This design comes from an exercise in tuning for small area and a short achievable clock period on the open sky130 flow, not from production work. Function was checked by simulation only, so behaviour that the tests miss may differ from the original.

==> flow/design.v (outline; a module is shown in full before it is edited, if it fits) <==
// module chain_mod: 3669 lines
// module chain_mod_fa: 10 lines
module chain_mod #(
    parameter int BIT_RES   = 32,
    parameter int FRAC_BITS = 23
) (
    input  logic               clk,
    input  logic               reset,
    input  logic [BIT_RES-1:0] numInSide,
    output logic [BIT_RES-1:0] numOutSide,
    input  logic [BIT_RES-1:0] numInTop,
    output logic [BIT_RES-1:0] numOutTop,
    output logic [BIT_RES-1:0] sum
);
  // ...
==> flow/flow/run.sh <==
#!/bin/bash
export SETUP_SLACK_MARGIN=6.0
export BUFFER_PORTS_ARGS="-buffer_cell sky130_fd_sc_hd__buf_2"
bash standard.sh > standard.log 2>&1
==> flow/standard.sh <==
#!/bin/bash
# synth_recipe.tcl (not shown) runs the flow's synth.tcl, then flattens the netlist and writes it again
# the make line also repeats each setting of config.mk as NAME=value (left out here)
make -C /OpenROAD-flow-scripts/flow DESIGN_CONFIG=/design/flow/config.mk WORK_HOME=/design/flow/orfs CLKGATE_MAP_FILE= SYNTH_SCRIPT=/design/flow/synth_recipe.tcl "${@:-finish}"
==> flow/config.mk <==
export PLATFORM = sky130hd
export DESIGN_NAME = chain_mod
export DESIGN_NICKNAME = chain_mod
export VERILOG_FILES = /design/flow/design.v
export SDC_FILE = /design/flow/constraint.sdc
export NUM_CORES = 4
export LEC_CHECK = 0
export ABC_AREA = 1
export CAP_MARGIN = 20
export CORE_MARGIN = 2
export CORE_UTILIZATION = 65
export SLEW_MARGIN = 20
export SYNTH_HIERARCHICAL = 1
export SYNTH_MINIMUM_KEEP_SIZE = 0
==> flow/constraint.sdc <==
create_clock -name core_clock -period 13.5 [get_ports {clk}]
set_input_delay 2.7000 -clock core_clock [delete_from_list [all_inputs] [get_ports {clk}]]
set_output_delay 2.7000 -clock core_clock [all_outputs]
set_load 0.01 [all_outputs]
==> qor.csv, run 1 <==
stage;metric;value;unit
outcome;status;no timing/DRC/antenna violations;
sta;RSZ-0062 raised after global routing;yes;
cells_and_area;filler instances;3626;
critical_path;CP bufs+invs;3;
synth;Synth Area in Simple Gates;9.54;%
synth;Syn Std Cell Area;29000;µm²
routing;Max Used Layer;met5;
cts;CTS tree;done;
floorplanning;Ports;162;
synth;syn nets;3956;
global_route;GRT Overall Usage;44.0;%
critical_path;crit path kind;in -> reg;
synth;Mean Syn Cell Area;8.84;µm²
sta;Final Setup Violations;0;
cells_and_area;Clock buf/inv share;1.86;%
global_route;routing usage on met2;65.5;%
floorplanning;Initial Utilization;65.7;%
critical_path;Setup crit end;r_row1[16]$_DFF_P_;
routing;DRC;0;
sta;setup ws final;6270;ps
routing;ANT nets after route;0;
cts;CTS resizes;3;
routing;met2 WL;42900;µm
sta;Max Clk Rate;138;MHz
sta;Setup Skew;11.3;ps
synth;#FFs+latches synth;193;
cells_and_area;Seq Cell Count;193;
synth;Mapped Cells;3278;
critical_path;Worst setup EP type;register;
sta;actual slew at the worst max-slew pin;1080;ps
cts;Worst-path clk slew;80;ps
==> run 2, diff against run 1 <==
--- a/flow/design.v
+++ b/flow/design.v
@@ -1518,5 +1518,5 @@
     assign bo0 = numInTop[0] ^ 1'b0;
     assign bt0 = (numInTop[1] & ~numInTop[0] & ~1'b0) | (~numInTop[1] & numInTop[0] & 1'b0);
-    assign bn0 = numInTop[1];
+    assign bn0 = numInTop[1] & ~(numInTop[0] & 1'b0);
     assign pp0_0 = (bo0 & numInSide[0]) ^ bn0;
     assign pp0_1 = ((bo0 & numInSide[1]) | (bt0 & numInSide[0])) ^ bn0;
@@ -1554,5 +1554,5 @@
     assign bo1 = numInTop[2] ^ numInTop[1];
     assign bt1 = (numInTop[3] & ~numInTop[2] & ~numInTop[1]) | (~numInTop[3] & numInTop[2] & numInTop[1]);
-    assign bn1 = numInTop[3];
+    assign bn1 = numInTop[3] & ~(numInTop[2] & numInTop[1]);
     assign pp1_0 = (bo1 & numInSide[0]) ^ bn1;
     assign pp1_1 = ((bo1 & numInSide[1]) | (bt1 & numInSide[0])) ^ bn1;
@@ -1590,5 +1590,5 @@
     assign bo2 = numInTop[4] ^ numInTop[3];
     assign bt2 = (numInTop[5] & ~numInTop[4] & ~numInTop[3]) | (~numInTop[5] & numInTop[4] & numInTop[3]);
-    assign bn2 = numInTop[5];
+    assign bn2 = numInTop[5] & ~(numInTop[4] & numInTop[3]);
     assign pp2_0 = (bo2 & numInSide[0]) ^ bn2;
     assign pp2_1 = ((bo2 & numInSide[1]) | (bt2 & numInSide[0])) ^ bn2;
@@ -1626,5 +1626,5 @@
     assign bo3 = numInTop[6] ^ numInTop[5];
     assign bt3 = (numInTop[7] & ~numInTop[6] & ~numInTop[5]) | (~numInTop[7] & numInTop[6] & numInTop[5]);
-    assign bn3 = numInTop[7];
+    assign bn3 = numInTop[7] & ~(numInTop[6] & numInTop[5]);
     assign pp3_0 = (bo3 & numInSide[0]) ^ bn3;
     assign pp3_1 = ((bo3 & numInSide[1]) | (bt3 & numInSide[0])) ^ bn3;
@@ -1662,5 +1662,5 @@
     assign bo4 = numInTop[8] ^ numInTop[7];
     assign bt4 = (numInTop[9] & ~numInTop[8] & ~numInTop[7]) | (~numInTop[9] & numInTop[8] & numInTop[7]);
-    assign bn4 = numInTop[9];
+    assign bn4 = numInTop[9] & ~(numInTop[8] & numInTop[7]);
     assign pp4_0 = (bo4 & numInSide[0]) ^ bn4;
     assign pp4_1 = ((bo4 & numInSide[1]) | (bt4 & numInSide[0])) ^ bn4;
@@ -1698,5 +1698,5 @@
     assign bo5 = numInTop[10] ^ numInTop[9];
     assign bt5 = (numInTop[11] & ~numInTop[10] & ~numInTop[9]) | (~numInTop[11] & numInTop[10] & numInTop[9]);
-    assign bn5 = numInTop[11];
+    assign bn5 = numInTop[11] & ~(numInTop[10] & numInTop[9]);
     assign pp5_0 = (bo5 & numInSide[0]) ^ bn5;
     assign pp5_1 = ((bo5 & numInSide[1]) | (bt5 & numInSide[0])) ^ bn5;
@@ -1734,5 +1734,5 @@
     assign bo6 = numInTop[12] ^ numInTop[11];
     assign bt6 = (numInTop[13] & ~numInTop[12] & ~numInTop[11]) | (~numInTop[13] & numInTop[12] & numInTop[11]);
-    assign bn6 = numInTop[13];
+    assign bn6 = numInTop[13] & ~(numInTop[12] & numInTop[11]);
     assign pp6_0 = (bo6 & numInSide[0]) ^ bn6;
     assign pp6_1 = ((bo6 & numInSide[1]) | (bt6 & numInSide[0])) ^ bn6;
@@ -1770,5 +1770,5 @@
     assign bo7 = numInTop[14] ^ numInTop[13];
     assign bt7 = (numInTop[15] & ~numInTop[14] & ~numInTop[13]) | (~numInTop[15] & numInTop[14] & numInTop[13]);
-    assign bn7 = numInTop[15];
+    assign bn7 = numInTop[15] & ~(numInTop[14] & numInTop[13]);
     assign pp7_0 = (bo7 & numInSide[0]) ^ bn7;
     assign pp7_1 = ((bo7 & numInSide[1]) | (bt7 & numInSide[0])) ^ bn7;
@@ -1806,5 +1806,5 @@
     assign bo8 = numInTop[16] ^ numInTop[15];
     assign bt8 = (numInTop[17] & ~numInTop[16] & ~numInTop[15]) | (~numInTop[17] & numInTop[16] & numInTop[15]);
-    assign bn8 = numInTop[17];
+    assign bn8 = numInTop[17] & ~(numInTop[16] & numInTop[15]);
     assign pp8_0 = (bo8 & numInSide[0]) ^ bn8;
     assign pp8_1 = ((bo8 & numInSide[1]) | (bt8 & numInSide[0])) ^ bn8;
@@ -1842,5 +1842,5 @@
     assign bo9 = numInTop[18] ^ numInTop[17];
     assign bt9 = (numInTop[19] & ~numInTop[18] & ~numInTop[17]) | (~numInTop[19] & numInTop[18] & numInTop[17]);
-    assign bn9 = numInTop[19];
+    assign bn9 = numInTop[19] & ~(numInTop[18] & numInTop[17]);
     assign pp9_0 = (bo9 & numInSide[0]) ^ bn9;
     assign pp9_1 = ((bo9 & numInSide[1]) | (bt9 & numInSide[0])) ^ bn9;
@@ -1878,5 +1878,5 @@
     assign bo10 = numInTop[20] ^ numInTop[19];
     assign bt10 = (numInTop[21] & ~numInTop[20] & ~numInTop[19]) | (~numInTop[21] & numInTop[20] & numInTop[19]);
-    assign bn10 = numInTop[21];
+    assign bn10 = numInTop[21] & ~(numInTop[20] & numInTop[19]);
     assign pp10_0 = (bo10 & numInSide[0]) ^ bn10;
     assign pp10_1 = ((bo10 & numInSide[1]) | (bt10 & numInSide[0])) ^ bn10;
@@ -1914,5 +1914,5 @@
     assign bo11 = numInTop[22] ^ numInTop[21];
     assign bt11 = (numInTop[23] & ~numInTop[22] & ~numInTop[21]) | (~numInTop[23] & numInTop[22] & numInTop[21]);
-    assign bn11 = numInTop[23];
+    assign bn11 = numInTop[23] & ~(numInTop[22] & numInTop[21]);
     assign pp11_0 = (bo11 & numInSide[0]) ^ bn11;
     assign pp11_1 = ((bo11 & numInSide[1]) | (bt11 & numInSide[0])) ^ bn11;
@@ -1950,5 +1950,5 @@
     assign bo12 = numInTop[24] ^ numInTop[23];
     assign bt12 = (numInTop[25] & ~numInTop[24] & ~numInTop[23]) | (~numInTop[25] & numInTop[24] & numInTop[23]);
-    assign bn12 = numInTop[25];
+    assign bn12 = numInTop[25] & ~(numInTop[24] & numInTop[23]);
     assign pp12_0 = (bo12 & numInSide[0]) ^ bn12;
     assign pp12_1 = ((bo12 & numInSide[1]) | (bt12 & numInSide[0])) ^ bn12;
@@ -1986,5 +1986,5 @@
     assign bo13 = numInTop[26] ^ numInTop[25];
     assign bt13 = (numInTop[27] & ~numInTop[26] & ~numInTop[25]) | (~numInTop[27] & numInTop[26] & numInTop[25]);
-    assign bn13 = numInTop[27];
+    assign bn13 = numInTop[27] & ~(numInTop[26] & numInTop[25]);
     assign pp13_0 = (bo13 & numInSide[0]) ^ bn13;
     assign pp13_1 = ((bo13 & numInSide[1]) | (bt13 & numInSide[0])) ^ bn13;
@@ -2022,5 +2022,5 @@
     assign bo14 = numInTop[28] ^ numInTop[27];
     assign bt14 = (numInTop[29] & ~numInTop[28] & ~numInTop[27]) | (~numInTop[29] & numInTop[28] & numInTop[27]);
-    assign bn14 = numInTop[29];
+    assign bn14 = numInTop[29] & ~(numInTop[28] & numInTop[27]);
     assign pp14_0 = (bo14 & numInSide[0]) ^ bn14;
     assign pp14_1 = ((bo14 & numInSide[1]) | (bt14 & numInSide[0])) ^ bn14;
@@ -2058,5 +2058,5 @@
     assign bo15 = numInTop[30] ^ numInTop[29];
     assign bt15 = (numInTop[31] & ~numInTop[30] & ~numInTop[29]) | (~numInTop[31] & numInTop[30] & numInTop[29]);
-    assign bn15 = numInTop[31];
+    assign bn15 = numInTop[31] & ~(numInTop[30] & numInTop[29]);
     assign pp15_0 = (bo15 & numInSide[0]) ^ bn15;
     assign pp15_1 = ((bo15 & numInSide[1]) | (bt15 & numInSide[0])) ^ bn15;
==> flow/flow/run.sh (replaced) <==
#!/bin/bash
export SETUP_SLACK_MARGIN=6.5
export BUFFER_PORTS_ARGS="-buffer_cell sky130_fd_sc_hd__buf_2"
bash standard.sh > standard.log 2>&1
==> run 2 against run 1 <==
Clock skew increased by 5.7 ps. Die area increased by 0.26%. Register-to-register slack improved by 370 ps.
==> qor.csv, run 2 <==
stage;metric;value;unit;change
synth;YS warnings;7;;
critical_path;worst reg2reg path depth;21;;
hold_path;Hold Crit Depth;4;;
synth;top-area cell type share of the netlist area;31.7;%;
floorplanning;Initial Utilization;65.7;%;about the same
synth;Syn Std Cell Area;29100;µm²;+0.26%
global_route;largest net degree at the start of global routing;66;;
cells_and_area;Layout area overhead;6.31;%;
cts;number of buffers created by CTS;17;;
critical_path;crit start category;primary input;;
cells_and_area;final core occ;69.9;%;
floorplanning;die area;46400;µm²;
sta;actual slew at the worst max-slew pin;1050;ps;-28.2 ps
place;dpl cell area;30200;µm²;
critical_path;setup slack, reg-to-reg;9950;ps;
sta;Final Setup Violations;0;;unchanged
routing;post-DR wirelength/cell;26.6;µm;
cells_and_area;final std cells w/o fill;3797;;
cts;Root Driver;clkbuf_16;;
critical_path;Worst R2R Start;r_row0[0]$_DFF_P_;;
synth;Seq/Total Area, Yosys;13.3;%;
global_route;GRT Overall Usage;43.6;%;-0.40 points
routing;vias post-DR;25693;;
critical_path;WP data arrival;7280;ps;
hold_path;Hold Startpoint;r_acc[10]$_DFF_P_;;
cells_and_area;filler instances;3467;;-4.4%
synth;Mean Syn Cell Area;9.09;µm²;+2.8%
place;PortBufs;161;;
synth;Most used DFF post-synth;dfxtp_1;;
sta;Tmin final;6860;ps;
synth;Yosys cell types;50;;
sta;max-slew violations;0;;
floorplanning;Die X;215;µm;
sta;Max Clk Rate;146;MHz;+5.3%
global_route;vias in the first global route;26800;;
synth;EDFF count, synth;0;;
sta;RSZ-0062 raised after global routing;yes;;
critical_path;Max FO, Critical Path;35;;
place;DP Worst Slack;6150;ps;
sta;Fin. Hold Viols;0;;
sta;Max transition margin;29.6;%;
synth;most frequent cell after synthesis;xor2_1;;
floorplanning;Die Y;215;µm;
routing;vias per std cell;6.77;;
cts;maximum root-to-sink buffer count;2;;
sta;Setup Skew;16.9;ps;+5.66 ps
cells_and_area;share of cells above drive strength 1;12.4;%;
critical_path;Data required, critical path;13910;ps;
hold_path;Worst Hold Path EP;r_acc[10]$_DFF_P_;;
floorplanning;row count;77;;
floorplanning;Ports;162;;unchanged
synth;ys async rst share;0;%;
outcome;status;no timing/DRC/antenna violations;;
routing;DRT iter0 DRCs;3080;;
global_route;first-pass GRT wire length;153000;µm;
cts;Worst-path clk slew;90;ps;about the same
routing;TritonRoute pass-1 iters;9;;
synth;area leader, netlist;fa_1;;
critical_path;worst r2r dst;r_acc[17]$_DFF_P_;;
critical_path;Worst setup EP type;register;;
cells_and_area;commonest cells after routing, fill and taps aside;xor2_1, o22ai_1, fa_1, nand2_1, inv_1;;
synth;syn nets;3890;;-1.7%
synth;#FFs+latches synth;193;;unchanged
routing;WL final;101000;µm;
sta;Setup TNS;0;ps;
sta;fin crit share;50.8;%;
sta;setup ws final;6640;ps;+362 ps
hold_path;worst min path class;reg -> reg;;
cells_and_area;Regs by FF count;r_row0: 47 flops, r_row1: 47 flops;;
global_route;grt ovf;0;;
cts;Worst-Skew Late Latency;530;ps;
cells_and_area;nets;3885;;
synth;Post-synth top cells;xor2_1, o22ai_1, fa_1, nand2_1, inv_1;;
global_route;initial antenna violation count;0;;
critical_path;crit path kind;in -> reg;;
place;Placed Cells;3755;;
synth;Mapped Cells;3197;;-2.5%
floorplanning;core box area;44200;µm²;
place;DP HPWL;65300;µm;
place;GP Congestion;0.968;;
synth;largest cells by area after synthesis;fa_1, xor2_1, dfxtp_1, o22ai_1, ha_1;;
routing;ANT nets after route;0;;unchanged
cts;CTS Sinks;193;;
cells_and_area;post-route cell area;30900;µm²;
cts;# H-tree levels;4;;
cts;CTS tree;done;;
routing;DRC;0;;unchanged
job;maxcap violations;0;;
cells_and_area;commonest non-fill, non-tap cell in the layout;xor2_1;;
cts;Hold-fix buffers, CTS;0;;
critical_path;Critical Path Start;numInTop[1];;
-- run 2: cell count changes after synthesis, sizes merged, moves of 7 or more --
cell    previous run  this run
a21oi             92       107
xnor2             11        28
ha               151       166
a211oi            15         0
nor2             203       180
o21ai             92       111
nand4             15         8
buf              100       145
nand2            377       311
clkbuf           189       128
-- run 2: layout make-up --
type | instances | area, µm² | share of cell area (%)
Inverter | 242 | 913 | 2.96
Clock inverter | 14 | 165 | 0.534
Tap cell | 592 | 741 | 2.40
Antenna cell | 1 | 2.50 | 0.00810
Clock buffer | 17 | 425 | 1.38
Multi-Input combinational cell | 2492 | 23300 | 75.5
Timing Repair Buffer | 246 | 1460 | 4.71
Sequential cell | 193 | 3860 | 12.5
-- run 2: logic make-up after synthesis --
| family | Yosys count | share of synthesized area (%) |
|---|---|---|
| AO/OA/AOI/OAI | 724 | 15.2 |
| XOR/XNOR | 564 | 17.0 |
| adder cells (fa/ha/maj) | 627 | 38.9 |
| buffers and inverters | 515 | 7.15 |
| flip-flops | 193 | 13.3 |
| AND/OR/NAND/NOR | 574 | 8.48 |
-- run 2: worst max-delay path by stage --
| stage | depth (start not counted) | slack, ps | endpoint |
|---|---|---|---|
| detailed placement | 13 | 6150 | r_row1[20]$_DFF_P_ |
| floorplan | 10 | 6930 | r_row1[15]$_DFF_P_ |
| global placement | 13 | 6220 | r_row1[19]$_DFF_P_ |
| finish | 13 | 6640 | r_row1[20]$_DFF_P_ |
| global route | 22 | 6410 | sum[17] |
| CTS | 22 | 6520 | sum[17] |
-- run 2: per-module statistics from Yosys, one instance, submodules excluded --
module	area (µm²)	copies in the design
chain_mod_fa	20.0	425
chain_mod	20600	1
-- run 2: routing by layer --
metal / vias up / track usage (%) / part of all wire (%)
li1: 10646 / - / -
met1: 12382 / 54.7 / 36
met2: 2145 / 66.2 / 43
met3: 520 / 16.8 / 15
met4: 0 / 21.1 / 5.9
met5: - / 0 / 0
-- run 2: repair_timing --
action	4_1_cts	5_1_grt
pin swaps	3	2
setup endpoints to repair	31	32
buffers inserted	3	4
resized for setup	4	7
gates cloned	1	2
-- run 2: per-stage QoR --
step | hold slack [ps]
floorplan | 536
detailed placement | 761
CTS | 775
global route | 813
global placement | 750
finish | 777
-- run 2: worst max-delay path, cell delays in order --
cell and delay [ps]:
buf_2 100, buf_4 290, ha_1 320, nor2_4 110, buf_4 480, inv_1 210, xor2_1 230, fa_1 470
fa_1 500, fa_1 500, fa_1 390, fa_1 520, fa_1 420
==> run 3, diff against run 2 <==
==> flow/flow/run.sh (replaced) <==
#!/bin/bash
export SETUP_SLACK_MARGIN=7.0
export BUFFER_PORTS_ARGS="-buffer_cell sky130_fd_sc_hd__buf_2"
bash standard.sh > standard.log 2>&1
==> run 3 against run 2 <==
Global-route usage is 0.51 points higher. Worst setup slack better by 140 ps. Synthesized cell count stayed put. Hold slack better by 4.8 ps. Fmax is 2.1% higher.
==> qor.csv, run 3 <==
stage;metric;value;unit;change
global_route;grt ovf;0;;unchanged
critical_path;WP data arrival;4020;ps;-3260 ps
critical_path;Max FO, Critical Path;6;;-83%
synth;Syn Std Cell Area;29100;µm²;unchanged
floorplanning;row count;77;;unchanged
cts;CTS tree;done;;
cells_and_area;Layout area overhead;9.66;%;
synth;Mean Syn Cell Area;9.09;µm²;unchanged
routing;ANT nets after route;0;;unchanged
synth;post-synthesis mux area share;0;%;unchanged
cells_and_area;final std cells w/o fill;3832;;+0.92%
hold_path;worst min path class;reg -> reg;;
place;GP Congestion;0.943;;-2.5%
synth;Synth Area in Adders;38.9;%;unchanged
critical_path;worst r2r dst;r_acc[4]$_DFF_P_;;
sta;Setup Skew;22.2;ps;+5.29 ps
cells_and_area;nets;3920;;+0.90%
routing;WL final;104000;µm;+2.5%
place;PortBufs;161;;unchanged
place;dpl cell area;30200;µm²;about the same
floorplanning;Ports;162;;unchanged
critical_path;Setup crit end;sum[4];;
sta;Final Setup Violations;0;;unchanged
cells_and_area;share of cells above drive strength 1;15.1;%;+2.7 points
global_route;busiest grt layer;met2;;
place;DP HPWL;65400;µm;+0.14%
synth;#FFs+latches synth;193;;unchanged
critical_path;crit path kind;reg -> out;;
critical_path;Worst setup EP type;output pin;;
cts;# H-tree levels;4;;unchanged
place;DP Worst Slack;6190;ps;+37.6 ps
synth;largest family of logic cells by synthesized area;adder cells;;
routing;TritonRoute pass-1 iters;6;;-3
routing;post-DR wirelength/cell;27.0;µm;+1.6%
global_route;met3 Resource Use GR;16.0;%;-0.86 points
global_route;vias in the first global route;27091;;+1.1%
sta;max-slew violations;0;;unchanged
cells_and_area;Regs by FF count;r_row0: 47 flops, r_row1: 47 flops;;
cts;number of buffers created by CTS;17;;unchanged
floorplanning;Initial Utilization;65.7;%;unchanged
cells_and_area;post-route cell area;31900;µm²;+3.1%
floorplanning;die area;46400;µm²;unchanged
synth;compound-cell area share of the yosys netlist;15.2;%;unchanged
routing;vias post-DR;26032;;+1.3%
synth;largest cells by area after synthesis;fa_1, xor2_1, dfxtp_1, o22ai_1, ha_1;;
cells_and_area;Antenna Cells;0;;-1
global_route;GRT Overall Usage;44.1;%;+0.51 points
cells_and_area;commonest non-fill, non-tap cell in the layout;xor2_1;;
synth;Mapped Cells;3197;;unchanged
global_route;first-pass GRT wire length;155000;µm;+1.1%
floorplanning;core box area;44200;µm²;unchanged
cells_and_area;commonest cells after routing, fill and taps aside;xor2_1, o22ai_1, fa_1, nand2_1, inv_1;;
synth;most frequent cell after synthesis;xor2_1;;
critical_path;worst reg2reg path depth;23;;+9.5%
synth;top-area cell type share of the netlist area;31.7;%;unchanged
floorplanning;Die Y;215;µm;unchanged
sta;hold_ws;781;ps;+4.78 ps
synth;Seq/Total Area, Yosys;13.3;%;unchanged
critical_path;Critical Path Start;r_row1[0]$_DFF_P_;;
global_route;M1 GR Usage;54.4;%;-0.36 points
synth;YS warnings;7;;unchanged
sta;fin crit share;49.8;%;-1.0 points
synth;fraction of synthesized cell area in xor and xnor cells;17.0;%;unchanged
critical_path;Worst R2R Start;r_row1[0]$_DFF_P_;;
sta;setup ws final;6780;ps;+139 ps
routing;vias per std cell;6.79;;+0.39%
routing;DRT iter0 DRCs;3714;;+21%
synth;EDFF count, synth;0;;unchanged
outcome;status;no timing/DRC/antenna violations;;
cts;CTS Sinks;193;;unchanged
synth;Post-synth top cells;xor2_1, o22ai_1, fa_1, nand2_1, inv_1;;
sta;Fin. Hold Viols;0;;unchanged
global_route;initial antenna violation count;2;;+2
synth;Synth Area in Simple Gates;8.48;%;unchanged
synth;Yosys cell types;50;;unchanged
sta;actual slew at the worst max-slew pin;903;ps;-152 ps
cts;Worst-Skew Late Latency;530;ps;about the same
floorplanning;Die X;215;µm;unchanged
cts;Root Driver;clkbuf_16;;
critical_path;crit start category;register;;
cells_and_area;filler instances;3373;;-2.7%
critical_path;setup slack, reg-to-reg;9970;ps;+20 ps
cts;Worst-path clk slew;80;ps;about the same
global_route;routing usage on met2;67.5;%;+1.2 points
synth;syn nets;3890;;unchanged
synth;Most used DFF post-synth;dfxtp_1;;
global_route;largest net degree at the start of global routing;66;;unchanged
routing;DRC;0;;unchanged
hold_path;Hold Crit Depth;4;;unchanged
sta;Setup TNS;0;ps;unchanged
sta;Tmin final;6720;ps;-139 ps
sta;Max Clk Rate;149;MHz;+2.1%
cts;maximum root-to-sink buffer count;2;;unchanged
job;maxcap violations;0;;unchanged
synth;area leader, netlist;fa_1;;
critical_path;Data required, critical path;10800;ps;-3110 ps
place;Placed Cells;3756;;+0.027%
sta;Max transition margin;39.7;%;+10 points
synth;ys async rst share;0;%;unchanged
sta;RSZ-0062 raised after global routing;yes;;
[run 3: cell count changes in the layout (fill, tap and decap cells not counted), moves of 6 or more]
cell	before	now
buf_12	1	13
buf_6	0	14
clkinvlp_4	0	7
ha_1	166	159
ha_4	0	6
inv_1	233	224
nand2_1	269	256
nand2_4	2	13
o21ai_0	93	76
o21ai_4	0	9
[run 3: repair_timing]
action                                  CTS  global route
pin swaps                                30            28
buffers inserted                         13            21
gates cloned                              4             6
resized for setup                        57           110
hold buffers                              0             0
endpoints found under the setup margin   59            65
[run 3: per-layer routing]
metal / up-vias / wire [µm] / part of all wire [%]
li1: 10733 / - / -
met1: 12521 / 36800 / 35
met4: 6 / 6700 / 6.5
met5: - / 111 / 0.11
met2: 2199 / 45000 / 43
met3: 573 / 15000 / 15
[run 3: stage by stage]
step | utilization, %
floorplan | -
global placement | 68.2
detailed placement | 68.2
CTS | 70.5
global route | 72.1
finish | 72.1
[run 3: worst min-delay path by stage]
stage / end / startpoint
2_1_floorplan: r_acc[1]$_DFF_P_ / r_rst$_DFF_P_
3_3_place_gp: r_acc[10]$_DFF_P_ / r_acc[10]$_DFF_P_
3_5_place_dp: r_acc[10]$_DFF_P_ / r_acc[10]$_DFF_P_
4_1_cts: r_acc[10]$_DFF_P_ / r_acc[10]$_DFF_P_
5_1_grt: r_acc[0]$_DFF_P_ / r_rst$_DFF_P_
6_report: r_acc[10]$_DFF_P_ / r_acc[10]$_DFF_P_
[run 3: cells by family (layout without fill, tap and decap cells)]
kind of cell | after synthesis | in the layout
fa+ha+maj | 627 | 627
xor+xnor | 564 | 564
simple gates | 574 | 582
buf+inv | 515 | 550
flops | 193 | 193
compound gates | 724 | 724
[run 3: Yosys stat by module (local to each module, per instance)]
module	copies in the design	cells inside	area (µm²)	flops+latches
chain_mod	1	2772	20600	193
chain_mod_fa	425	1	20.0	0
[run 3: cell type report]
cell class	instances	area, µm²	share of cell area [%]
clock inverter	14	183	0.573
sequential	193	3870	12.1
multi-input combinational	2497	23700	74.5
timing repair buffer	276	1960	6.13
clock buffer	18	439	1.38
tap	592	741	2.32
inverter	242	947	2.97
[run 3: critical path, stage by stage (launching register included)]
cell      delay (ps)
dfxtp_2          340
ha_4             280
nand2_4           50
nand2_4           80
nand2_4           60
nand2_4           90
nand2_2           50
o211ai_1         170
ha_2             250
inv_2             40
fa_2             330
nand3b_1         170
nand2_2          110
nand2_2           70
nand2_4           90
nand2_4           60
nand2_4          110
nand2_4           70
nand3_4           90
nand2_8          120
nor2_4           290
o21ai_0          150
a21oi_1          250
buf_2            180
==> run 4, diff against run 3 <==
--- a/flow/config.mk
+++ b/flow/config.mk
@@ -13,2 +13,3 @@
 export SYNTH_HIERARCHICAL = 1
 export SYNTH_MINIMUM_KEEP_SIZE = 0
+export TNS_END_PERCENT = 30
==> run 4 against run 3 <==
Fmax rose by 1.6%. Largest cell class unchanged. Critical path type unchanged. Global-route usage fell by 0.72 points. Register-to-register slack barely moved. Synthesized cell count did not move. Clock skew fell by 3.5 ps.
==> qor.csv, run 4 <==
stage;metric;value;unit;change
sta;max-slew violations;0;;unchanged
cells_and_area;post-route cell area;32000;µm²;+0.27%
routing;vias per std cell;6.80;;about the same
place;Placed Cells;3752;;-0.11%
cts;# H-tree levels;4;;unchanged
global_route;vias in the first global route;26770;;-1.2%
critical_path;setup slack, reg-to-reg;9980;ps;about the same
cells_and_area;area of the multi-input gates;23800;µm²;+0.13%
synth;EDFF count, synth;0;;unchanged
cells_and_area;sequential standard cell area;3870;µm²;about the same
global_route;grt ovf;0;;unchanged
synth;Seq/Total Area, Yosys;13.3;%;unchanged
cells_and_area;nets;3934;;+0.36%
critical_path;Worst setup EP type;output pin;;
floorplanning;Die Y;215;µm;unchanged
cells_and_area;commonest non-fill, non-tap cell in the layout;xor2_1;;
critical_path;WP data arrival;3920;ps;-100 ps
cts;maximum root-to-sink buffer count;2;;unchanged
cells_and_area;Layout area overhead;9.96;%;
cts;Hold-fix buffers, CTS;0;;unchanged
critical_path;Crit path largest cell delay;350;ps;about the same
critical_path;Critical Path Start;r_row1[0]$_DFF_P_;;
place;PortBufs;161;;unchanged
cts;Worst-path clk slew;80;ps;about the same
cts;Worst-Skew Late Latency;530;ps;about the same
sta;fin crit share;49.0;%;-0.80 points
synth;largest cells by area after synthesis;fa_1, xor2_1, dfxtp_1, o22ai_1, ha_1;;
critical_path;worst reg2reg path depth;25;;+8.7%
sta;Final Setup Violations;0;;unchanged
global_route;initial antenna violation count;0;;-2
synth;Syn Std Cell Area;29100;µm²;unchanged
critical_path;Worst R2R Start;r_row1[0]$_DFF_P_;;
critical_path;crit path kind;reg -> out;;
cells_and_area;final std cells w/o fill;3846;;+0.37%
job;maxcap violations;0;;unchanged
synth;Post-synth top cells;xor2_1, o22ai_1, fa_1, nand2_1, inv_1;;
sta;Max Clk Rate;151;MHz;+1.6%
floorplanning;Ports;162;;unchanged
sta;actual slew at the worst max-slew pin;895;ps;-7.16 ps
critical_path;crit start category;register;;
outcome;status;no timing/DRC/antenna violations;;
place;dpl cell area;30100;µm²;about the same
synth;Mapped Cells;3197;;unchanged
sta;RSZ-0062 raised after global routing;yes;;
place;DP HPWL;64800;µm;-0.83%
cts;CTS tree;done;;
sta;Setup Skew;18.7;ps;-3.50 ps
global_route;GRT Overall Usage;43.4;%;-0.72 points
floorplanning;die area;46400;µm²;unchanged
synth;syn nets;3890;;unchanged
routing;WL final;103000;µm;-0.33%
critical_path;Data required, critical path;10800;ps;about the same
global_route;largest net degree at the start of global routing;66;;unchanged
cts;number of buffers created by CTS;17;;unchanged
routing;DRC;0;;unchanged
cts;CTS Sinks;193;;unchanged
synth;Yosys cell types;50;;unchanged
routing;DRT iter0 DRCs;3396;;-8.6%
place;GP Congestion;0.929;;-1.5%
synth;ys async rst share;0;%;unchanged
synth;top-area cell type share of the netlist area;31.7;%;unchanged
synth;most frequent cell after synthesis;xor2_1;;
floorplanning;core box area;44200;µm²;unchanged
synth;Most used DFF post-synth;dfxtp_1;;
synth;Mean Syn Cell Area;9.09;µm²;unchanged
critical_path;slowest stage cell, crit path;fa_2;;
synth;YS warnings;7;;unchanged
critical_path;worst r2r dst;r_acc[9]$_DFF_P_;;
sta;Tmin final;6620;ps;-108 ps
hold_path;worst min path class;reg -> reg;;
cts;Root Driver;clkbuf_16;;
cells_and_area;Antenna Cells;0;;unchanged
sta;Fin. Hold Viols;0;;unchanged
routing;vias post-DR;26153;;+0.46%
critical_path;Crit path top cell by count;nand2_2;;
cells_and_area;share of cells above drive strength 1;15.9;%;+0.76 points
critical_path;Setup crit end;sum[6];;
floorplanning;Initial Utilization;65.7;%;unchanged
synth;#FFs+latches synth;193;;unchanged
sta;Max transition margin;40.2;%;+0.48 points
floorplanning;row count;77;;unchanged
sta;Setup TNS;0;ps;unchanged
cells_and_area;Regs by FF count;r_row0: 47 flops, r_row1: 47 flops;;
cells_and_area;filler instances;3400;;+0.80%
routing;post-DR wirelength/cell;26.9;µm;-0.70%
routing;ANT nets after route;0;;unchanged
global_route;first-pass GRT wire length;153000;µm;-1.4%
critical_path;Max FO, Critical Path;6;;unchanged
floorplanning;Die X;215;µm;unchanged
routing;TritonRoute pass-1 iters;6;;unchanged
synth;area leader, netlist;fa_1;;
cells_and_area;commonest cells after routing, fill and taps aside;xor2_1, o22ai_1, fa_1, nand2_1, inv_1;;
run 4: cell count changes in the layout (fill, tap and decap cells not counted), sizes merged:
cell      previous run  this run
inv                238       235
clkinv              11        12
bufinv               0         1
buf                271       286
nand2              315       316
clkbuf              23        20
clkinvlp             7         9
run 4: metrics by stage:
step | hold slack (ps) | setup slack, ps | utilization [%]
3_3_place_gp | 749 | 6220 | 68.2
6_report | 667 | 6880 | 72.3
5_1_grt | 717 | 6700 | 72.3
2_1_floorplan | 536 | 7000 | -
3_5_place_dp | 759 | 6170 | 68.2
4_1_cts | 779 | 6770 | 70.3
run 4: critical path: cells and delay by family (launching register included):
kind	cells	cell delay, ps
simple gates	17	1550
fa+ha+maj	3	850
compound gates	2	350
flops	1	340
buf+inv	3	290
run 4: worst min-delay path by stage:
stage | start | to | cells past startpoint
final | r_rst$_DFF_P_ | r_acc[2]$_DFF_P_ | 3
after global routing | r_rst$_DFF_P_ | r_acc[1]$_DFF_P_ | 3
after CTS | r_acc[10]$_DFF_P_ | r_acc[10]$_DFF_P_ | 4
after detailed placement | r_acc[15]$_DFF_P_ | r_acc[15]$_DFF_P_ | 6
after floorplan | r_rst$_DFF_P_ | r_acc[1]$_DFF_P_ | 3
after global placement | r_acc[10]$_DFF_P_ | r_acc[10]$_DFF_P_ | 4
run 4: what timing repair did:
| action | CTS | global route |
|---|---|---|
| setup endpoints to repair | 60 | 79 |
| gates resized for setup | 50 | 111 |
| setup buffers | 11 | 38 |
| pin swaps | 19 | 25 |
| gates cloned | 4 | 8 |
run 4: logic make-up after synthesis:
| group | after synthesis | synth area share [%] |
|---|---|---|
| compound gates | 724 | 15.2 |
| xor+xnor | 564 | 17.0 |
| fa+ha+maj | 627 | 38.9 |
| buf+inv | 515 | 7.15 |
| flops | 193 | 13.3 |
| simple gates | 574 | 8.48 |
run 4: routing by layer:
metal  vias up  wire length, µm  track usage (%)
li1      10751                -                -
met1     12641            36700             53.7
met2      2226            44900             66.3
met3       533            15400             16.3
met4         2             6400             22.6
met5         -               18                0
run 4: area by class of cell:
class | instances | area share, %
timing repair buffer | 288 | 6.24
tap | 592 | 2.32
inverter | 242 | 2.96
sequential | 193 | 12.1
timing repair inverter | 1 | 0.0157
multi-input combinational | 2498 | 74.4
clock buffer | 18 | 1.37
clock inverter | 14 | 0.611
run 4: per-module statistics from Yosys (local to each module, per instance):
module / cells inside / copies in the design / flops+latches / cell area (µm²)
chain_mod_fa: 1 / 425 / 0 / 20.0
chain_mod: 2772 / 1 / 193 / 20600
==> run 5, diff against run 4 <==
==> flow/flow/run.sh (replaced) <==
#!/bin/bash
export SETUP_SLACK_MARGIN=6.85
export BUFFER_PORTS_ARGS="-buffer_cell sky130_fd_sc_hd__buf_2"
bash standard.sh > standard.log 2>&1
--- a/flow/config.mk
+++ b/flow/config.mk
@@ -13,3 +13,2 @@
 export SYNTH_HIERARCHICAL = 1
 export SYNTH_MINIMUM_KEEP_SIZE = 0
-export TNS_END_PERCENT = 30
==> run 5 against run 4 <==
Area after synthesis unchanged. Highest routed layer is now met4. Routed wire length down 1.5%. Die area is the same. Sequential cell count unchanged. Sequential share of layout area increased by 0.19 points. Clock skew shrank 3.2 ps. Synthesized cell count unchanged.
==> qor.csv, run 5 <==
stage;metric;value;unit;change
outcome;status;no timing/DRC/antenna violations;;
critical_path;Data required, critical path;10800;ps;about the same
cts;Worst-path clk slew;80;ps;about the same
floorplanning;Ports;162;;unchanged
cells_and_area;area of the multi-input gates;23600;µm²;-0.91%
routing;WL final;102000;µm;-1.5%
routing;vias per std cell;6.71;;-1.3%
synth;largest cells by area after synthesis;fa_1, xor2_1, dfxtp_1, o22ai_1, ha_1;;
floorplanning;row count;77;;unchanged
global_route;vias in the first global route;26994;;+0.84%
synth;Most used DFF post-synth;dfxtp_1;;
global_route;initial antenna violation count;0;;unchanged
floorplanning;Die Y;215;µm;unchanged
cts;# H-tree levels;4;;unchanged
synth;Seq/Total Area, Yosys;13.3;%;unchanged
floorplanning;Die X;215;µm;unchanged
cells_and_area;final std cells w/o fill;3825;;-0.55%
global_route;met3 Resource Use GR;17.0;%;+0.76 points
job;maxcap violations;0;;unchanged
sta;max-slew violations;0;;unchanged
critical_path;crit start category;register;;
routing;post-DR wirelength/cell;26.6;µm;-0.99%
place;DP HPWL;65300;µm;+0.70%
routing;vias post-DR;25667;;-1.9%
sta;fin crit share;49.5;%;+0.52 points
synth;EDFF count, synth;0;;unchanged
sta;actual slew at the worst max-slew pin;1080;ps;+180 ps
synth;#FFs+latches synth;193;;unchanged
global_route;largest net degree at the start of global routing;66;;unchanged
synth;most frequent cell after synthesis;xor2_1;;
cells_and_area;Layout area overhead;8.24;%;
cells_and_area;nets;3913;;-0.53%
cts;CTS tree;done;;
cts;maximum root-to-sink buffer count;2;;unchanged
synth;Yosys cell types;50;;unchanged
cells_and_area;Regs by FF count;r_row0: 47 flops, r_row1: 47 flops;;
sta;Setup Skew;15.5;ps;-3.17 ps
global_route;grt ovf;0;;unchanged
cts;Worst-Skew Late Latency;530;ps;about the same
floorplanning;die area;46400;µm²;unchanged
synth;top-area cell type share of the netlist area;31.7;%;unchanged
cells_and_area;share of cells above drive strength 1;14.4;%;-1.5 points
global_route;routing usage on met2;67.3;%;+0.96 points
cts;Hold-fix buffers, CTS;0;;unchanged
critical_path;Worst setup EP type;output pin;;
routing;TritonRoute pass-1 iters;8;;+2
sta;Max transition margin;28.2;%;-12 points
sta;Max Clk Rate;150;MHz;-1.0%
sta;Setup TNS;0;ps;unchanged
critical_path;Max FO, Critical Path;6;;unchanged
place;Placed Cells;3755;;+0.080%
sta;RSZ-0062 raised after global routing;yes;;
sta;Final Setup Violations;0;;unchanged
global_route;first-pass GRT wire length;155000;µm;+1.4%
place;GP Congestion;0.968;;+4.2%
cts;Root Driver;clkbuf_16;;
global_route;M1 GR Usage;54.8;%;+1.1 points
cells_and_area;filler instances;3401;;+0.029%
global_route;GRT Overall Usage;44.1;%;+0.75 points
cts;number of buffers created by CTS;17;;unchanged
cells_and_area;commonest non-fill, non-tap cell in the layout;xor2_1;;
routing;ANT nets after route;0;;unchanged
global_route;busiest grt layer;met2;;
synth;Mean Syn Cell Area;9.09;µm²;unchanged
cells_and_area;commonest cells after routing, fill and taps aside;xor2_1, o22ai_1, fa_1, nand2_1, inv_1;;
routing;DRC;0;;unchanged
floorplanning;Initial Utilization;65.7;%;unchanged
synth;Post-synth top cells;xor2_1, o22ai_1, fa_1, nand2_1, inv_1;;
place;PortBufs;161;;unchanged
routing;DRT iter0 DRCs;2977;;-12%
floorplanning;core box area;44200;µm²;unchanged
critical_path;crit path kind;reg -> out;;
synth;Syn Std Cell Area;29100;µm²;unchanged
critical_path;WP data arrival;3990;ps;+70 ps
sta;Fin. Hold Viols;0;;unchanged
synth;area leader, netlist;fa_1;;
hold_path;worst min path class;reg -> reg;;
synth;YS warnings;7;;unchanged
cts;CTS Sinks;193;;unchanged
synth;Mapped Cells;3197;;unchanged
synth;syn nets;3890;;unchanged
synth;ys async rst share;0;%;unchanged
cells_and_area;sequential standard cell area;3870;µm²;about the same
sta;Tmin final;6690;ps;+70.1 ps
[run 5: final cells by class]
cell class                 instances  share of cell area, %
sequential                       193                   12.3
inverter                         242                   2.97
clock inverter                    14                  0.525
multi-input combinational       2493                   74.9
tap                              592                   2.35
clock buffer                      17                   1.35
timing repair buffer             273                   5.63
antenna                            1                0.00795
[run 5: repair_timing]
action	in CTS	in global routing
endpoints found under the setup margin	47	63
pin swaps	16	33
gates cloned	4	0
gates resized for setup	34	54
setup buffers	11	23
hold endpoints to repair	0	0
[run 5: modules after synthesis (local to each module, per instance)]
| module | flops+latches | cells inside | area [µm²] |
|---|---|---|---|
| chain_mod_fa | 0 | 1 | 20.0 |
| chain_mod | 193 | 2772 | 20600 |
[run 5: critical path, stage by stage (launching register included)]
cell and delay, ps:
dfxtp_2 330, ha_4 260, nand2_2 40, nand2_2 80
nand2_2 70, nand2_4 90, nand2_2 60, o211ai_1 170
ha_2 260, inv_2 40, fa_2 380, nand3b_1 180
nand2_2 110, nand2_2 60, nand2_4 90, nand2_4 70
nand2_8 100, nand2_4 60, nand3_4 90, nand2_8 120
buf_12 150, nor2_4 220, o21ai_2 90, a21oi_2 160
buf_2 150
[run 5: path summary, 6_finish.rpt]
path / from / end / slack, ps / cells past startpoint
setup / recovery: r_row0[0]$_DFF_P_ / sum[15] / 6810 / 24
hold / removal: r_acc[10]$_DFF_P_ / r_acc[10]$_DFF_P_ / 780 / 4
setup reg to reg: r_row0[0]$_DFF_P_ / r_acc[11]$_DFF_P_ / 9910 / 25
hold reg to reg: r_acc[10]$_DFF_P_ / r_acc[10]$_DFF_P_ / 780 / 4
[run 5: cell families after synthesis]
group	count (synthesis)	synth area share, %
flip-flops	193	13.3
adder cells (fa/ha/maj)	627	38.9
XOR/XNOR	564	17.0
buffers and inverters	515	7.15
AO/OA/AOI/OAI	724	15.2
AND/OR/NAND/NOR	574	8.48
[run 5: layer usage]
layer  vias up  wire (µm)
li1      10706          -
met1     12367      36800
met2      2084      44700
met3       510      14400
met4         0       5870
met5         -          0
[run 5: stage by stage]
stage	area (µm²)	hold slack [ps]	utilization (%)	setup slack, ps
after floorplan	29100	536	-	6930
after global placement	30200	750	68.2	6220
after detailed placement	30200	761	68.2	6150
after CTS	31000	775	70.2	6800
after global routing	31500	821	71.1	6630
final	31500	784	71.2	6810
==> run 6, diff against run 5 <==
==> flow/flow/run.sh (replaced) <==
#!/bin/bash
export SETUP_SLACK_MARGIN=6.75
export BUFFER_PORTS_ARGS="-buffer_cell sky130_fd_sc_hd__buf_2"
bash standard.sh > standard.log 2>&1
--- a/flow/config.mk
+++ b/flow/config.mk
@@ -10,4 +10,5 @@
 export CORE_MARGIN = 2
 export CORE_UTILIZATION = 65
+export CTS_BUF_LIST = sky130_fd_sc_hd__clkbuf_8 sky130_fd_sc_hd__clkbuf_16
 export SLEW_MARGIN = 20
 export SYNTH_HIERARCHICAL = 1
==> run 6 against run 5 <==
Still clean on timing, DRC and antenna. Fmax is essentially flat. Critical path depth is the same. Clock skew grew 2.3 ps. Register-to-register slack gained 210 ps. Worst setup slack lost 5.2 ps. Via count grew 0.31%. First-iteration DRC count grew 3.1%. Sequential cell count is the same.
==> qor.csv, run 6 <==
stage;metric;value;unit;change
global_route;routing usage on met2;67.1;%;-0.23 points
synth;Seq/Total Area, Yosys;13.3;%;unchanged
synth;largest cells by area after synthesis;fa_1, xor2_1, dfxtp_1, o22ai_1, ha_1;;
place;DP HPWL;65300;µm;unchanged
sta;actual slew at the worst max-slew pin;1080;ps;+0.630 ps
hold_path;Hold Startpoint;r_acc[10]$_DFF_P_;;
floorplanning;row count;77;;unchanged
routing;DRC;0;;unchanged
sta;Fin. Hold Viols;0;;unchanged
synth;Mapped Cells;3197;;unchanged
global_route;grt ovf;0;;unchanged
routing;DRT iter0 DRCs;3068;;+3.1%
floorplanning;core box area;44200;µm²;unchanged
cts;number of buffers created by CTS;17;;unchanged
cts;Root Driver;clkbuf_16;;
sta;Setup Skew;17.8;ps;+2.28 ps
place;dpl cell area;30200;µm²;unchanged
synth;YS warnings;7;;unchanged
routing;WL final;102000;µm;-0.21%
critical_path;worst r2r dst;r_acc[5]$_DFF_P_;;
global_route;vias in the first global route;26922;;-0.27%
global_route;largest net degree at the start of global routing;66;;unchanged
critical_path;Data required, critical path;10800;ps;about the same
place;PortBufs;161;;unchanged
job;maxcap violations;0;;unchanged
cells_and_area;Regs by FF count;r_row0: 47 flops, r_row1: 47 flops;;
sta;fin crit share;49.6;%;about the same
synth;Yosys cell types;50;;unchanged
outcome;status;no timing/DRC/antenna violations;;
critical_path;Max FO, Critical Path;6;;unchanged
critical_path;crit start category;register;;
critical_path;Worst setup EP type;output pin;;
synth;area leader, netlist;fa_1;;
floorplanning;Die Y;215;µm;unchanged
sta;max-slew violations;0;;unchanged
routing;post-DR wirelength/cell;26.7;µm;+0.32%
synth;EDFF count, synth;0;;unchanged
critical_path;worst reg2reg path depth;23;;-8.0%
synth;Syn Std Cell Area;29100;µm²;unchanged
critical_path;Crit path top cell by count;nand2_2;;
cts;CTS tree;done;;
cells_and_area;nets;3893;;-0.51%
sta;Setup TNS;0;ps;unchanged
synth;top-area cell type share of the netlist area;31.7;%;unchanged
global_route;first-pass GRT wire length;154000;µm;-0.17%
floorplanning;die area;46400;µm²;unchanged
critical_path;crit-path cells;ha_4 -> nand2_2 -> nand2_2 -> nand2_2 -> nand2_4 -> nand2_2 -> o211ai_1 -> ha_2 -> inv_2 -> fa_2 -> nand3b_1 -> nand2_2 -> nand2_2 -> nand2_4 -> nand2_4 -> nand2_4 -> nand2_4 -> nand3_4 -> nand2_8 -> buf_12 -> nor2_4 -> o21ai_1 -> a21oi_1 -> buf_2;;
global_route;GRT Overall Usage;44.0;%;-0.086 points
synth;#FFs+latches synth;193;;unchanged
critical_path;Crit path largest cell delay;370;ps;about the same
floorplanning;Initial Utilization;65.7;%;unchanged
cells_and_area;post-route cell area;31200;µm²;-0.83%
cts;maximum root-to-sink buffer count;2;;unchanged
routing;vias per std cell;6.77;;+0.84%
sta;RSZ-0062 raised after global routing;yes;;
cells_and_area;Layout area overhead;7.34;%;
cells_and_area;commonest non-fill, non-tap cell in the layout;xor2_1;;
sta;Max Clk Rate;149;MHz;about the same
floorplanning;Ports;162;;unchanged
routing;TritonRoute pass-1 iters;7;;-1
floorplanning;Die X;215;µm;unchanged
sta;Final Setup Violations;0;;unchanged
critical_path;Worst R2R Start;r_row0[0]$_DFF_P_;;
critical_path;slowest stage cell, crit path;fa_2;;
synth;Most used DFF post-synth;dfxtp_1;;
routing;ANT nets after route;0;;unchanged
place;GP Congestion;0.968;;unchanged
critical_path;Critical Path Start;r_row0[0]$_DFF_P_;;
sta;Tmin final;6690;ps;+5.17 ps
synth;ys async rst share;0;%;unchanged
routing;vias post-DR;25747;;+0.31%
cts;Worst-path clk slew;80;ps;about the same
synth;Mean Syn Cell Area;9.09;µm²;unchanged
sta;Max transition margin;28.2;%;-0.042 points
cts;CTS Sinks;193;;unchanged
cells_and_area;share of cells above drive strength 1;13.5;%;-0.88 points
cells_and_area;commonest cells after routing, fill and taps aside;xor2_1, o22ai_1, fa_1, nand2_1, inv_1;;
critical_path;setup slack, reg-to-reg;10120;ps;+210 ps
sta;hold_ws;775;ps;-9.16 ps
cts;# H-tree levels;4;;unchanged
global_route;initial antenna violation count;0;;unchanged
cts;Worst-Skew Late Latency;540;ps;about the same
hold_path;worst min path class;reg -> reg;;
global_route;M1 GR Usage;54.9;%;+0.066 points
synth;most frequent cell after synthesis;xor2_1;;
synth;Post-synth top cells;xor2_1, o22ai_1, fa_1, nand2_1, inv_1;;
global_route;busiest grt layer;met2;;
critical_path;WP data arrival;3990;ps;about the same
synth;syn nets;3890;;unchanged
critical_path;crit path kind;reg -> out;;
critical_path;Setup crit end;sum[5];;
global_route;met3 Resource Use GR;16.9;%;-0.099 points
==> run 6: cell count changes in the layout (fill, tap and decap cells not counted), moves of 2 or more <==
cell / before / now
a21oi_1: 73 / 77
a21oi_2: 33 / 29
buf_12: 7 / 3
buf_4: 98 / 83
buf_6: 7 / 5
o21ai_0: 84 / 88
o21ai_2: 16 / 11
==> run 6: repair_timing <==
| item | CTS | global route |
|---|---|---|
| gates cloned | 4 | 0 |
| hold buffers | 0 | 0 |
| resized for setup | 19 | 47 |
| setup buffers | 8 | 6 |
| pin swaps | 11 | 24 |
| setup endpoints to repair | 35 | 61 |
==> run 6: per-module statistics from Yosys (local to each module, per instance) <==
module / cells / flip-flops and latches / area [µm²]
chain_mod_fa: 1 / 0 / 20.0
chain_mod: 2772 / 193 / 20600
==> run 6: worst min-delay path by stage <==
stage	to	slack [ps]	depth (start not counted)
5_1_grt	r_acc[21]$_DFF_P_	820	4
2_1_floorplan	r_acc[1]$_DFF_P_	540	3
3_5_place_dp	r_acc[10]$_DFF_P_	760	4
3_3_place_gp	r_acc[10]$_DFF_P_	750	4
4_1_cts	r_acc[10]$_DFF_P_	770	4
6_report	r_acc[10]$_DFF_P_	780	4
==> run 6: kinds of logic (layout without fill, tap and decap cells) <==
kind of cell	Yosys count	in the layout	share of synthesized area, %
AOI/OAI and AO/OA	724	724	15.2
adders and majority gates	627	627	38.9
and+or+nand+nor	574	578	8.48
xor gates and xnor gates	564	564	17.0
buffers and inverters	515	526	7.15
DFF	193	193	13.3
other	0	1	0
==> run 6: layout make-up <==
cell class / instances / area (µm²)
Antenna cell: 1 / 2.50
Clock buffer: 17 / 425
Clock inverter: 14 / 165
Fill cell: 3423 / 13000
Inverter: 242 / 932
Multi-Input combinational cell: 2493 / 23500
Sequential cell: 193 / 3870
Tap cell: 592 / 741
Timing Repair Buffer: 253 / 1570
==> run 6: critical path: cells and delay by family (launching register included) <==
family                   cells  cell delay (ps)
flip-flops                   1              330
buffers and inverters        3              350
AO/OA/AOI/OAI                3              440
adder cells (fa/ha/maj)      3              860
AND/OR/NAND/NOR             15             1430
==> run 6: metal layers <==
metal,vias up,share of wire (%)
met5,-,0
met4,0,5.5
met3,466,14
met2,2063,44
met1,12530,37
li1,10688,-
==> run 6: stage by stage <==
step	setup slack, ps	utilization [%]	std cells
global placement	6220	68.2	3755
finish	6810	70.6	3805
detailed placement	6150	68.2	3755
CTS	6760	70.1	3798
floorplan	6930	-	3197
global route	6680	70.6	3804
==> run 7, diff against run 6 <==
--- a/flow/config.mk
+++ b/flow/config.mk
@@ -9,6 +9,5 @@
 export CAP_MARGIN = 20
 export CORE_MARGIN = 2
-export CORE_UTILIZATION = 65
-export CTS_BUF_LIST = sky130_fd_sc_hd__clkbuf_8 sky130_fd_sc_hd__clkbuf_16
+export CORE_UTILIZATION = 60
 export SLEW_MARGIN = 20
 export SYNTH_HIERARCHICAL = 1
==> run 7 against run 6 <==
Still clean on timing, DRC and antenna. Register-to-register slack worse by 160 ps. Fmax down 0.85%. Design area grew 0.18%. Final cell count up 0.84%. Critical path depth fell by 7. Largest cell class unchanged.
==> qor.csv, run 7 <==
stage;metric;value;unit;change
outcome;status;no timing/DRC/antenna violations;;
synth;Most used DFF post-synth;dfxtp_1;;
synth;Mapped Cells;3197;;unchanged
cts;Root Driver;clkbuf_16;;
synth;#FFs+latches synth;193;;unchanged
hold_path;worst min path class;reg -> reg;;
routing;DRT iter0 DRCs;3070;;+0.065%
synth;area leader, netlist;fa_1;;
sta;Max Clk Rate;148;MHz;-0.85%
synth;EDFF count, synth;0;;unchanged
sta;Setup Skew;21.3;ps;+3.50 ps
cts;# H-tree levels;4;;unchanged
cells_and_area;share of cells above drive strength 1;13.9;%;+0.39 points
sta;max-slew violations;0;;unchanged
global_route;initial antenna violation count;0;;unchanged
floorplanning;row count;80;;+3.9%
floorplanning;Ports;162;;unchanged
sta;fin crit share;50.0;%;+0.42 points
place;GP Congestion;0.944;;-2.4%
sta;Tmin final;6750;ps;+57.3 ps
critical_path;WP data arrival;4050;ps;+60 ps
sta;RSZ-0062 raised after global routing;yes;;
routing;TritonRoute pass-1 iters;8;;+1
routing;vias post-DR;25363;;-1.5%
critical_path;worst r2r dst;r_acc[8]$_DFF_P_;;
cells_and_area;Regs by FF count;r_row0: 47 flops, r_row1: 47 flops;;
cells_and_area;Antenna Cells;0;;-1
place;DP HPWL;66400;µm;+1.7%
hold_path;Worst Hold Path EP;r_acc[21]$_DFF_P_;;
routing;post-DR wirelength/cell;26.5;µm;-0.61%
cts;CTS tree;done;;
critical_path;Data required, critical path;10800;ps;about the same
synth;syn nets;3890;;unchanged
synth;ys async rst share;0;%;unchanged
routing;DRC;0;;unchanged
synth;Post-synth top cells;xor2_1, o22ai_1, fa_1, nand2_1, inv_1;;
sta;Max transition margin;26.4;%;-1.8 points
critical_path;crit start category;register;;
routing;vias per std cell;6.61;;-2.3%
cells_and_area;commonest cells after routing, fill and taps aside;xor2_1, o22ai_1, fa_1, nand2_1, inv_1;;
global_route;GRT Overall Usage;41.0;%;-3.0 points
cells_and_area;nets;3902;;+0.23%
synth;Seq/Total Area, Yosys;13.3;%;unchanged
cts;Worst-Skew Late Latency;530;ps;about the same
critical_path;Max FO, Critical Path;4;;-2
synth;most frequent cell after synthesis;xor2_1;;
floorplanning;Die Y;224;µm;+4.0%
sta;Final Setup Violations;0;;unchanged
hold_path;Hold Startpoint;r_acc[21]$_DFF_P_;;
cts;number of buffers created by CTS;17;;unchanged
synth;Mean Syn Cell Area;9.09;µm²;unchanged
cells_and_area;commonest non-fill, non-tap cell in the layout;xor2_1;;
routing;ANT nets after route;0;;unchanged
critical_path;setup slack, reg-to-reg;9960;ps;-160 ps
global_route;first-pass GRT wire length;154000;µm;about the same
cells_and_area;Layout area overhead;7.54;%;
sta;Setup TNS;0;ps;unchanged
global_route;largest net degree at the start of global routing;66;;unchanged
critical_path;worst reg2reg path depth;20;;-13%
routing;WL final;102000;µm;+0.23%
critical_path;Worst R2R Start;r_row0[4]$_DFF_P_;;
cts;maximum root-to-sink buffer count;2;;unchanged
critical_path;crit path kind;reg -> out;;
critical_path;Worst setup EP type;output pin;;
synth;top-area cell type share of the netlist area;31.7;%;unchanged
synth;YS warnings;7;;unchanged
cts;CTS Sinks;193;;unchanged
sta;actual slew at the worst max-slew pin;1100;ps;+27.4 ps
synth;Syn Std Cell Area;29100;µm²;unchanged
cts;Worst-path clk slew;90;ps;about the same
synth;largest cells by area after synthesis;fa_1, xor2_1, dfxtp_1, o22ai_1, ha_1;;
place;PortBufs;161;;unchanged
hold_path;Hold Crit Depth;4;;unchanged
floorplanning;Initial Utilization;60.9;%;-4.9 points
global_route;grt ovf;0;;unchanged
floorplanning;core box area;47700;µm²;+8.0%
cells_and_area;filler instances;3989;;+17%
floorplanning;Die X;224;µm;+4.0%
floorplanning;die area;50200;µm²;+8.2%
global_route;vias in the first global route;26538;;-1.4%
cells_and_area;area of the multi-input gates;23500;µm²;-0.14%
job;maxcap violations;0;;unchanged
synth;Yosys cell types;50;;unchanged
sta;Fin. Hold Viols;0;;unchanged
cells_and_area;sequential standard cell area;3860;µm²;about the same
run 7: routing by layer:
metal	part of all wire [%]	track usage [%]	vias to the layer above
met2	44	62.7	1910
met4	5.0	20.2	0
met1	38	52.3	12399
met3	13	13.7	376
met5	0	0	-
li1	-	-	10678
run 7: worst max path at each step:
stage	start	end	slack [ps]	cells after the start
2_1_floorplan	numInTop[1]	r_row1[15]$_DFF_P_	6930	10
3_3_place_gp	numInTop[1]	r_row1[19]$_DFF_P_	6220	13
3_5_place_dp	numInTop[1]	r_row1[19]$_DFF_P_	6160	13
4_1_cts	numInTop[11]	r_row1[17]$_DFF_P_	6770	12
5_1_grt	r_row0[2]$_DFF_P_	sum[8]	6620	24
6_report	r_row0[4]$_DFF_P_	sum[9]	6750	17
run 7: worst max-delay path: stages (launching register included):
cell	delay (ps)
dfxtp_1	330
ha_1	320
a21oi_1	350
o211ai_1	240
ha_2	240
inv_2	60
fa_2	220
nand3b_1	120
nand2_2	80
nand2_2	90
nand2_4	70
buf_4	140
buf_4	140
fa_1	420
xor2_1	190
o21ai_2	90
a21oi_2	240
buf_2	180
run 7: logic make-up (layout without fill, tap and decap cells):
| logic type | after synthesis | after routing | share of synthesized area [%] |
|---|---|---|---|
| AO/OA/AOI/OAI | 724 | 724 | 15.2 |
| flip-flops | 193 | 193 | 13.3 |
| AND/OR/NAND/NOR | 574 | 577 | 8.48 |
| XOR/XNOR | 564 | 564 | 17.0 |
| adder cells (fa/ha/maj) | 627 | 627 | 38.9 |
| buffers and inverters | 515 | 537 | 7.15 |
run 7: metrics by stage:
step	util, %	setup slack [ps]	hold WS (ps)	area [µm²]	std cells
final	65.5	6750	795	31300	3837
after global routing	65.5	6620	825	31300	3837
after CTS	65.0	6770	780	31000	3825
after detailed placement	63.3	6160	766	30200	3780
after global placement	63.3	6220	746	30200	3780
after floorplan	-	6930	536	29100	3197
run 7: cell type report:
class,instances,share of cell area [%]
multi-input cells,2492,75.1
flip-flops and latches,193,12.4
repair buffers,262,5.16
inverters,242,2.99
well taps,615,2.46
clock buffers,18,1.40
clock inverters,14,0.536
repair inverters,1,0.0160
run 7: repair_timing:
action	CTS	global route
setup buffers	10	11
cloned	3	1
hold buffers	0	0
endpoints found under the setup margin	33	54
gates resized for setup	22	45
pin swaps	12	21
run 7: modules after synthesis (local to each module, per instance):
module        copies in the design  flops+latches  area, µm²
chain_mod_fa                   425              0       20.0
chain_mod                        1            193      20600
==> run 8, diff against run 7 <==
--- a/flow/config.mk
+++ b/flow/config.mk
@@ -9,5 +9,5 @@
 export CAP_MARGIN = 20
 export CORE_MARGIN = 2
-export CORE_UTILIZATION = 60
+export CORE_UTILIZATION = 65
 export SLEW_MARGIN = 20
 export SYNTH_HIERARCHICAL = 1
==> run 8 against run 7 <==
Still clean on timing, DRC and antenna. Sequential share of layout area about the same. Critical path depth up 7. Count of clock-buffer cells in the layout down 1. Routed wire length down 0.23%. Final cell count down 0.83%. Register-to-register slack better by 160 ps. Critical path type unchanged. Highest routed layer unchanged.
==> qor.csv, run 8 <==
stage;metric;value;unit;change
outcome;status;no timing/DRC/antenna violations;;
synth;#FFs+latches synth;193;;unchanged
critical_path;Max FO, Critical Path;6;;+2
synth;most frequent cell after synthesis;xor2_1;;
synth;YS warnings;7;;unchanged
sta;fin crit share;49.6;%;-0.42 points
global_route;GRT Overall Usage;44.0;%;+3.0 points
floorplanning;Die X;215;µm;-3.9%
hold_path;Hold Crit Depth;4;;unchanged
synth;area leader, netlist;fa_1;;
hold_path;Hold Startpoint;r_acc[10]$_DFF_P_;;
critical_path;setup slack, reg-to-reg;10120;ps;+160 ps
place;GP Congestion;0.968;;+2.5%
synth;syn nets;3890;;unchanged
sta;Final Setup Violations;0;;unchanged
global_route;vias in the first global route;26922;;+1.4%
place;DP Worst Slack;6150;ps;-15.0 ps
global_route;first-pass GRT wire length;154000;µm;about the same
floorplanning;die area;46400;µm²;-7.6%
place;dpl cell area;30200;µm²;-0.15%
cells_and_area;final std cells w/o fill;3805;;-0.83%
cts;Worst-path clk slew;80;ps;about the same
cells_and_area;commonest cells after routing, fill and taps aside;xor2_1, o22ai_1, fa_1, nand2_1, inv_1;;
hold_path;Worst Hold Path EP;r_acc[10]$_DFF_P_;;
global_route;initial antenna violation count;0;;unchanged
critical_path;Worst R2R Start;r_row0[0]$_DFF_P_;;
routing;ANT nets after route;0;;unchanged
place;PortBufs;161;;unchanged
global_route;largest net degree at the start of global routing;66;;unchanged
place;Placed Cells;3755;;-0.66%
cts;Hold-fix buffers, CTS;0;;unchanged
cts;CTS tree;done;;
[run 8: cell counts after synthesis]
No cell type changed its count.
[run 8: cells by family after synthesis]
family	after synthesis	synth area share (%)
AO/OA/AOI/OAI	724	15.2
XOR/XNOR	564	17.0
adder cells (fa/ha/maj)	627	38.9
buffers and inverters	515	7.15
flip-flops	193	13.3
AND/OR/NAND/NOR	574	8.48
[run 8: worst max-delay path, delay by kind of cell (launching register included)]
family	cells	cell delay [ps]
compound gates	3	440
fa+ha+maj	3	860
buf+inv	3	350
flops	1	330
simple gates	15	1430
[run 8: worst max path at each step]
stage                               endpoint  slack (ps)  cells past startpoint
after floorplan           r_row1[15]$_DFF_P_        6930                     10
after global placement    r_row1[19]$_DFF_P_        6220                     13
after detailed placement  r_row1[20]$_DFF_P_        6150                     13
after CTS                             sum[6]        6760                     25
after global routing                  sum[5]        6680                     24
final                                 sum[5]        6810                     24
[run 8: modules after synthesis (local to each module, per instance)]
module / cell area [µm²] / cells / times used / flip-flops and latches
chain_mod: 20600 / 2772 / 1 / 193
chain_mod_fa: 20.0 / 1 / 425 / 0
[run 8: cell type report]
| cell class | count | area (µm²) |
|---|---|---|
| multi-input cells | 2493 | 23500 |
| fillers | 3423 | 13000 |
| flip-flops and latches | 193 | 3870 |
| repair buffers | 253 | 1570 |
| inverters | 242 | 932 |
| well taps | 592 | 741 |
| clock buffers | 17 | 425 |
| clock inverters | 14 | 165 |
| diodes | 1 | 2.50 |
[run 8: repair_timing]
| item | 4_1_cts | 5_1_grt |
|---|---|---|
| endpoints found under the hold margin | 0 | 0 |
| buffers inserted | 8 | 6 |
| gates resized for setup | 19 | 47 |
| endpoints found under the setup margin | 35 | 61 |
| gates cloned | 4 | 0 |
| pin swaps | 11 | 24 |
[run 8: per-stage QoR]
stage / utilization (%) / hold slack (ps)
after CTS: 70.1 / 775
after global routing: 70.6 / 821
final: 70.6 / 775
after floorplan: - / 536
after global placement: 68.2 / 750
after detailed placement: 68.2 / 761
[run 8: per-layer routing]
layer  part of all wire, %  GRT usage [%]  vias to the layer above
li1                      -              -                    10688
met1                    37           54.9                    12530
met2                    44           67.1                     2063
met3                    14           16.9                      466
met4                   5.5           22.1                        0
met5                     0              0                        -

[static timing again, ports no longer ideal]
The flow's constraints put no driver on any port. The routed layouts listed below were extracted and timed again, unchanged, in two steps.
Step 1: set_driving_cell puts a clkbuf_16 on clk and a buf_2 on each other input, an assumption about the parent block.
Step 2 adds t to the input delays and takes it off the output delays; t is the mean of the earliest and latest rising clock arrival at the registers after step 1. Input paths then give back, and output paths get back, about the clock's delay inside the block.
Three values: ideal ports, drivers, drivers and shift; two values: the first two.
run	t (ns)	setup slack, ns	hold WS [ns]	worst register clock-pin slew, ns	cell pins on the clock port's net
run 1	0.565	6.273 / 6.268 / 5.739	0.774 / 0.774 / 0.774	0.09 / 0.09	1
run 2	0.581	6.636 / 6.592 / 6.097	0.777 / 0.777 / 0.777	0.09 / 0.09	1
run 3	0.583	6.775 / 6.712 / 6.500	0.781 / 0.781 / 0.781	0.09 / 0.09	1
run 4	0.581	6.884 / 6.823 / 6.436	0.667 / 0.667 / 0.667	0.09 / 0.09	1
run 5	0.583	6.814 / 6.753 / 6.271	0.784 / 0.784 / 0.784	0.09 / 0.09	1
run 6	0.586	6.808 / 6.747 / 6.274	0.775 / 0.775 / 0.775	0.09 / 0.09	1
run 7	0.580	6.751 / 6.688 / 6.255	0.795 / 0.795 / 0.795	0.10 / 0.10	1
run 8	0.586	6.808 / 6.747 / 6.274	0.775 / 0.775 / 0.775	0.09 / 0.09	1
After both steps setup and hold are still met in every run listed. For run 5, which loses most, drivers alone change the setup slack by -0.061 ns; drivers and shift together by -0.543 ns.
